From an optimization exercise on the open Yosys and OpenROAD flow, aimed at small area; shortcuts taken in it are not production practice. The RTL was checked by simulation tests, not by an equivalence proof against the original design. Power is estimated from default activity; no workload was simulated.

[design/flow/config.mk]
export PLATFORM = sky130hd
export DESIGN_NAME = gpio_register_block_top
export DESIGN_NICKNAME = gpio_register_block_top
export VERILOG_FILES = /design/flow/design.v
export SDC_FILE = /design/flow/constraint.sdc
export NUM_CORES = 4
export LEC_CHECK = 0
export CAP_MARGIN = 20
export CORE_MARGIN = 2
export CORE_UTILIZATION = 40
export SLEW_MARGIN = 20
[design/flow/design.v]
`timescale 1ns / 1ps
`default_nettype none
package grb_pkg;
  localparam int unsigned PAD_W  = 54;
  localparam int unsigned DATA_W = 32;
  localparam int unsigned IDX_W  = 4;
endpackage
`default_nettype wire
`timescale 1ns / 1ps
`default_nettype none
module grb_regfile (
  input  wire logic         clk,
  input  wire logic         rst_n,
  input  wire logic         fire,
  input  wire logic         mode,
  input  wire logic [3:0]   idx,
  input  wire logic [31:0]  wd,
  input  wire logic [53:0]  pads,
  output logic      [31:0]  rd_data,
  output logic              acc_err,
  output logic      [53:0]  pad_drive,
  output logic      [53:0]  pad_drive_enable,
  output logic      [53:0]  pad_pull_up,
  output logic      [53:0]  pad_pull_down
);
  logic [5:0][29:0] fsel_r;
  logic [53:0]      latch_r;
  logic [53:0]      pclk_r;
  logic [1:0]       pctl_r;
  logic [53:0]      up_r;
  logic [53:0]      dn_r;
  logic        we;
  logic [15:0] sel;
  logic [31:0] wd_r;      
  logic        rst;
  assign rst = !rst_n;
  assign we  = fire && mode;
  assign wd_r = wd & {32{rst_n}};
  always_comb begin
    sel = '0;
    sel[idx] = 1'b1;
  end
  for (genvar w = 0; w < 6; w++) begin : g_fsel
    logic ld;
    assign ld = rst || (we && sel[w]);
    always_ff @(posedge clk) if (ld) fsel_r[w] <= wd_r[29:0];
  end
  logic [53:0] wbits_set, wbits_clr;
  assign wbits_set = {wd[21:0] & {22{sel[7]}}, wd & {32{sel[6]}}};
  assign wbits_clr = {wd[21:0] & {22{sel[9]}}, wd & {32{sel[8]}}};
  for (genvar p = 0; p < 54; p++) begin : g_latch
    logic ld;
    assign ld = rst || (we && (wbits_set[p] || wbits_clr[p]));
    always_ff @(posedge clk) if (ld) latch_r[p] <= rst_n && !sel[8] && !sel[9];
  end
  always_ff @(posedge clk) if (rst || (we && sel[12])) pctl_r <= wd_r[1:0];
  logic [53:0] pwd;       
  logic [53:0] pbank;     
  assign pwd   = {wd[21:0], wd};
  assign pbank = {{22{sel[14]}}, {32{sel[13]}}};
  logic up_d, dn_d;
  assign up_d = rst_n && pctl_r == 2'd2;
  assign dn_d = rst_n && pctl_r == 2'd1;
  for (genvar p = 0; p < 54; p++) begin : g_pin
    logic ldc, lds;
    assign ldc = rst || (we && pbank[p]);
    assign lds = rst || (we && pbank[p] && pwd[p] && !pclk_r[p]);
    always_ff @(posedge clk) if (ldc) pclk_r[p] <= rst_n && pwd[p];
    always_ff @(posedge clk) if (lds) begin
      up_r[p] <= up_d;
      dn_r[p] <= dn_d;
    end
  end
  logic rd;
  assign rd = !mode;
  always_comb begin
    rd_data = '0;
    for (int w = 0; w < 6; w++)
      rd_data |= {2'b00, fsel_r[w]} & {32{rd && sel[w]}};
    rd_data |= pads[31:0] & {32{rd && sel[10]}};
    rd_data |= {10'd0, pads[53:32]} & {32{rd && sel[11]}};
    rd_data |= {30'd0, pctl_r} & {32{rd && sel[12]}};
    rd_data |= pclk_r[31:0] & {32{rd && sel[13]}};
    rd_data |= {10'd0, pclk_r[53:32]} & {32{rd && sel[14]}};
  end
  assign acc_err = sel[15];
  for (genvar p = 0; p < 54; p++) begin : g_en
    assign pad_drive_enable[p] = fsel_r[p / 10][(p % 10) * 3 +: 3] == 3'd1;
  end
  assign pad_drive     = latch_r;
  assign pad_pull_up   = up_r;
  assign pad_pull_down = dn_r;
endmodule
`default_nettype wire
`timescale 1ns / 1ps
`default_nettype none
module gpio_register_block_top (
  input  wire logic         clk,
  input  wire logic         rst_n,
  input  wire logic         in_valid,
  output logic              in_stall,
  input  wire logic         in_mode,
  input  wire logic [3:0]   in_reg_index,
  input  wire logic [31:0]  in_write_data,
  input  wire logic [53:0]  in_pad_levels,
  output logic              out_valid,
  input  wire logic         out_stall,
  output logic      [31:0]  out_read_data,
  output logic              out_access_error,
  output logic      [53:0]  out_pad_drive,
  output logic      [53:0]  out_pad_drive_enable,
  output logic      [53:0]  out_pad_pull_up,
  output logic      [53:0]  out_pad_pull_down
);
  logic        valid_r;
  logic        fire;
  logic [31:0] rd_data;
  logic        acc_err;
  logic [31:0] rd_r;
  logic        err_r;
  assign in_stall = valid_r && out_stall;
  assign fire     = in_valid && !in_stall;
  grb_regfile u_regfile (
    .clk              (clk),
    .rst_n            (rst_n),
    .fire             (fire),
    .mode             (in_mode),
    .idx              (in_reg_index),
    .wd               (in_write_data),
    .pads             (in_pad_levels),
    .rd_data          (rd_data),
    .acc_err          (acc_err),
    .pad_drive        (out_pad_drive),
    .pad_drive_enable (out_pad_drive_enable),
    .pad_pull_up      (out_pad_pull_up),
    .pad_pull_down    (out_pad_pull_down)
  );
  always_ff @(posedge clk) begin
    if (!rst_n) valid_r <= 1'b0;
    else        valid_r <= fire || in_stall;
  end
  always_ff @(posedge clk) begin
    if (fire) begin
      rd_r  <= rd_data;
      err_r <= acc_err;
    end
  end
  assign out_valid        = valid_r;
  assign out_read_data    = rd_r;
  assign out_access_error = err_r;
endmodule
`default_nettype wire
[design/flow/run.sh]
#!/bin/bash
# synth_recipe.tcl (not shown) runs the flow's synth.tcl, then flattens the netlist and writes it again
# the make line also repeats each setting of config.mk as NAME=value (left out here)
make -C /OpenROAD-flow-scripts/flow DESIGN_CONFIG=/design/flow/config.mk WORK_HOME=/design/flow/orfs CLKGATE_MAP_FILE= SYNTH_SCRIPT=/design/flow/synth_recipe.tcl finish
[design/flow/constraint.sdc]
create_clock -name core_clock -period 5.0 [get_ports {clk}]
set_input_delay 1.0000 -clock core_clock [delete_from_list [all_inputs] [get_ports {clk}]]
set_output_delay 1.0000 -clock core_clock [all_outputs]
set_load 0.01 [all_outputs]
==> results.txt <==
Detailed routing:
- The final layout contains routed wiring with a total length of 54,700 um.
- In the final routed layout, each cell accounts on average for 27.4 um.
- The total number of vias is 11,464.
- The number of DRC violations after detailed routing is 0.
- In this run the remaining antenna-violating nets after routing total 0.
- For this run, the detailed router's first-pass iteration total came to 5.
- After the first detailed-routing iteration, the DRC count stood at 1,179.
- Dividing the detail-routed via count by the number of cells gives 5.75.

CTS:
- Clock-pin slew was measured on the worst setup and hold paths at 0.06 ns.
- The count of buffers added by post-CTS timing repair for setup is 0.
- The number of buffers inserted for hold repair after clock tree synthesis is 0.
- CTS placed an instance of clkbuf_16 at the clock tree root.
- The H-tree depth is 2.
- TritonCTS built the clock tree.
- The clock network latency to the later pin of the worst-skew pair is 0.58 ns.
- The number of buffers between clock root and the deepest sink is 3.
- The clock drives 432 sinks.
- The total CTS buffers is 45.
- The number of gates resized after CTS is 0.

Global route:
- Summed over all layers, the global routing overflow is 0.
- The first-pass GRT wire length is 78,000 um.
- The global routing usage summed across all routing layers is between 20% and 30%.
- The number of global-route vias before repair is around 11,000.
- Entering global routing, the biggest net connects 86 pins.
- The initial antenna violation count came to 4.

Setup path:
- The count of buffer and inverter cells on the critical path is 3.
- STA classifies the critical path startpoint as an input port.
- STA classifies the critical path endpoint as a flop.
- The data arrival time at the worst-slack endpoint is 4.18 ns.
- The highest net fanout along the worst path is 39.
- Data on the critical path is required at its endpoint by between 5 and 6 ns.
- The setup path with the least slack is of type input port to flop.
- The critical path's top delay family is buffers and inverters.
- Walking the worst path, the cells encountered are clkdlybuf4s50_1, inv_1, ha_1, xor2_4, buf_4, mux2_2, a22oi_1, o22ai_1, a221o_1.
- For this run, the slowest stage of the critical path takes 0.72 ns.
- The largest individual stage delay along the critical path comes from the cell clkdlybuf4s50_1.

Synth:
- The top cell type's share of synthesized area is 76.3%.
- The synthesized design spends more area on one cell type than any other, namely edfxtp_1.
- The synthesized netlist net count is 1,160.
- The dominant synthesized flop cell is edfxtp_1.
- The synthesized netlist occupies a cell area of ~17,000 um^2.
- The average cell area after synthesis is 16.0 um^2.
- The most common cell in the synthesized netlist is edfxtp_1.
- In this run, synthesis produced a sequential element count of around 430.
- The synthesized design contains between 400 and 500 enable-type register cells.
- By area the synthesized netlist is led by edfxtp_1, nor3b_1, o31ai_1, o21ai_0, a222oi_1.
- The sequential area share after synthesis is 76.4%.
- The commonest cells after synthesis are edfxtp_1, o21ai_0, nor3b_1, o31ai_1, clkbuf_1.
- The Yosys warning count is 2.
- The share of flip-flops with an asynchronous set or reset is 0%.
- Synthesis produced a netlist whose cell count is 1,061.
- The number of different library cells used by synthesis comes to 58.

Pwr:
- The power density normalized to cell area is ~390 nW/um^2.
- In this run the static leakage power is 7.73 nW.
- The clock network accounts for 38.5% of the total power.
- VDD sags by at most 0.178 mV.
- Combinational cells account for between 10% and 20% of the total power.
- The cell internal power dissipation is 6.83 mW.
- In this run the power spent charging and discharging nets is approximately 2.1 mW.
- The switching power share of the total is approximately a quarter.
- Of the total power, registers draw 50.2%.

Finish:
- The total number of nets in the final design is about 1,500.
- The number of inserted filler cells in the final layout is 3,389.
- The share of cells above drive strength 1 is a little under a tenth.
- Compared with the post-synthesis result, the final layout area differs by 33.9%.
- Leaving out filler cells and counting taps, the final layout contains 1,993.

Floorplan:
- The floorplan has 75 rows.
- The floorplan step set the die height to 210 um.
- Pin placement for this block handled 346 I/O pins.
- The area enclosed by the die boundary is between 40,000 and 50,000 um^2.
- The die boundary width is 210 um.
- The effective utilization at floorplan is 40.4%.
- The placeable core region is 41,900 um^2.

Timing:
- The final count of pins violating max slew is 0.
- The number of setup violations in the final report is 0.
- The achievable clock frequency is 259 MHz.
- Setup repair after global routing left no endpoint under its margin.
- Hold is met by about 0.59 ns.
- The pin slew with the least headroom to its limit is 1.02 ns.
- The worst slew margin relative to its limit is between 30% and 40%.
- The ratio of final minimum period to clock period is 77.2%.
- The final hold violation count is 0.
- The final sum of negative setup slack is 0 ns.
- The final critical-path required period is roughly 3.9 ns.
- On the final layout, the worst clock skew is 0.0276 ns.

Placement:
- The HPWL after detailed placement is around 39,000 um.
- The cell total after placement is 1,906.
- The final weighted congestion in routability-driven placement is just under 0.9.
- The count of buffers added on input and output ports is 345.

Job:
- The tool flagged a number of max-cap violations equal to 0.

Hold path:
- The min-delay analysis places its worst path in the category flop to flop.

Outcome:
- The run finished with no timing, DRC or antenna violations.
==> per-stage QoR <==
step	setup slack (ns)	total power, mW	utilization [%]	instance area (um^2)
after floorplan	0.275	4.91	-	17000
after global placement	0.709	5.53	50.3	21100
after detailed placement	0.611	5.55	50.5	21200
after CTS	1.21	8.95	54.1	22700
after global routing	0.990	9.18	54.1	22700
final	1.14	8.91	54.2	22700
==> sequential cells by signal, indices dropped and copies added, names as in the netlist <==
register / cells
err_r: 1
rd_r: 32
u_regfile.dn_r: 54
u_regfile.fsel_r: 180
u_regfile.latch_r: 54
u_regfile.pclk_r: 54
u_regfile.pctl_r: 2
u_regfile.up_r: 54
valid_r: 1
==> worst register-to-register path, delay by kind of cell (launching register included) <==
kind                   cells  cell delay [ns]
flip-flops                 1             0.31
buffers and inverters      2             0.65
AND/OR/NAND/NOR            4             1.01
==> layer usage <==
metal / share of wire [%] / GRT usage (%) / up-vias
met5: 0.024 / 0 / -
li1: - / - / 4991
met2: 45 / 37.0 / 618
met3: 8.6 / 5.06 / 78
met4: 2.8 / 8.51 / 2
met1: 43 / 35.6 / 5775
==> area by class of cell <==
type	count	area (um^2)	share of cell area, %
Clock inverter	26	278	1.22
Timing Repair Buffer	381	3800	16.7
Sequential cell	432	13000	57.1
Antenna cell	4	10.0	0.0441
Multi-Input combinational cell	519	3630	16.0
Tap cell	539	674	2.97
Clock buffer	56	1230	5.41
Inverter	36	135	0.595
==> power groups by stage <==
stage | Clock (mW) | Sequential [mW] | Combinational (mW)
after detailed placement | 0 | 4.55 | 1.00
after global placement | 0 | 4.55 | 0.987
after global routing | 3.61 | 4.50 | 1.07
after floorplan | 0 | 4.55 | 0.362
final | 3.43 | 4.47 | 1.01
after CTS | 3.47 | 4.47 | 1.01
==> path summary, 6_finish.rpt <==
| path | cells after the start | from | to | slack [ns] |
|---|---|---|---|---|
| min | 1 | u_regfile.fsel_r[20]$_DFFE_PP_ | rd_r[20]$_DFFE_PP_ | 0.59 |
| min reg2reg | 1 | u_regfile.fsel_r[20]$_DFFE_PP_ | rd_r[20]$_DFFE_PP_ | 0.59 |
| max reg2reg | 6 | valid_r$_SDFF_PN0_ | u_regfile.pclk_r[21]$_DFFE_PP_ | 2.69 |
| max | 9 | in_reg_index[0] | rd_r[4]$_DFFE_PP_ | 1.14 |
==> logic make-up (layout without fill, tap and decap cells) <==
logic type	count (synthesis)	after routing	share of synthesized area, %
xor+xnor	4	4	0.251
flops	432	432	76.4
buf+inv	110	499	2.69
fa+ha+maj	4	4	0.295
mux	20	20	1.22
compound gates	283	283	11.9
other cells	0	4	0
simple gates	208	208	7.25
==> layout by cell type, fill, tap and decap left out, types with 7 or more instances in the layout <==
cell type,count
mux2i_1,14
and3_1,9
a22oi_1,23
clkinv_2,7
clkinv_1,10
clkdlybuf4s50_1,344
a31oi_1,20
a21oi_1,24
o21ai_0,64
nand3_1,34
o31ai_1,54
buf_4,32
a222oi_1,29
nand2_1,42
and2_1,36
nor3b_1,54
a221o_1,10
o221ai_1,10
edfxtp_1,431
a2bb2oi_1,7
clkbuf_16,47
clkbuf_1,7
inv_1,36

## static timing again, ports no longer ideal
In the flow no input, the clock included, has a driving cell. The finished layout below was timed again as built, in two steps.
Step 1 sets driving cells, clkbuf_16 on the clock port and buf_2 on the other inputs (assumed; they add their load-dependent delay and slew).
Step 2 adds t to the input delays and takes it off the output delays; t is the mean of the earliest and latest rising clock arrival at the registers after step 1. Input paths then give back, and output paths get back, about the clock's delay inside the block.
Slacks: ideal / step 1 / step 2; pairs: ideal / step 1.
shift t [ns]: 0.621
slack for setup (ns): 1.141 / 1.145 / 0.524
latest minus earliest clock arrival (ns): 0.028 / 0.027
worst data-port slew with drivers (ns): 0.12
cell pins on the clock port's net: 1
After both steps setup and hold are still met in this run. The setup slack of this run moves by +0.004 ns with the drivers and by -0.617 ns with both steps.
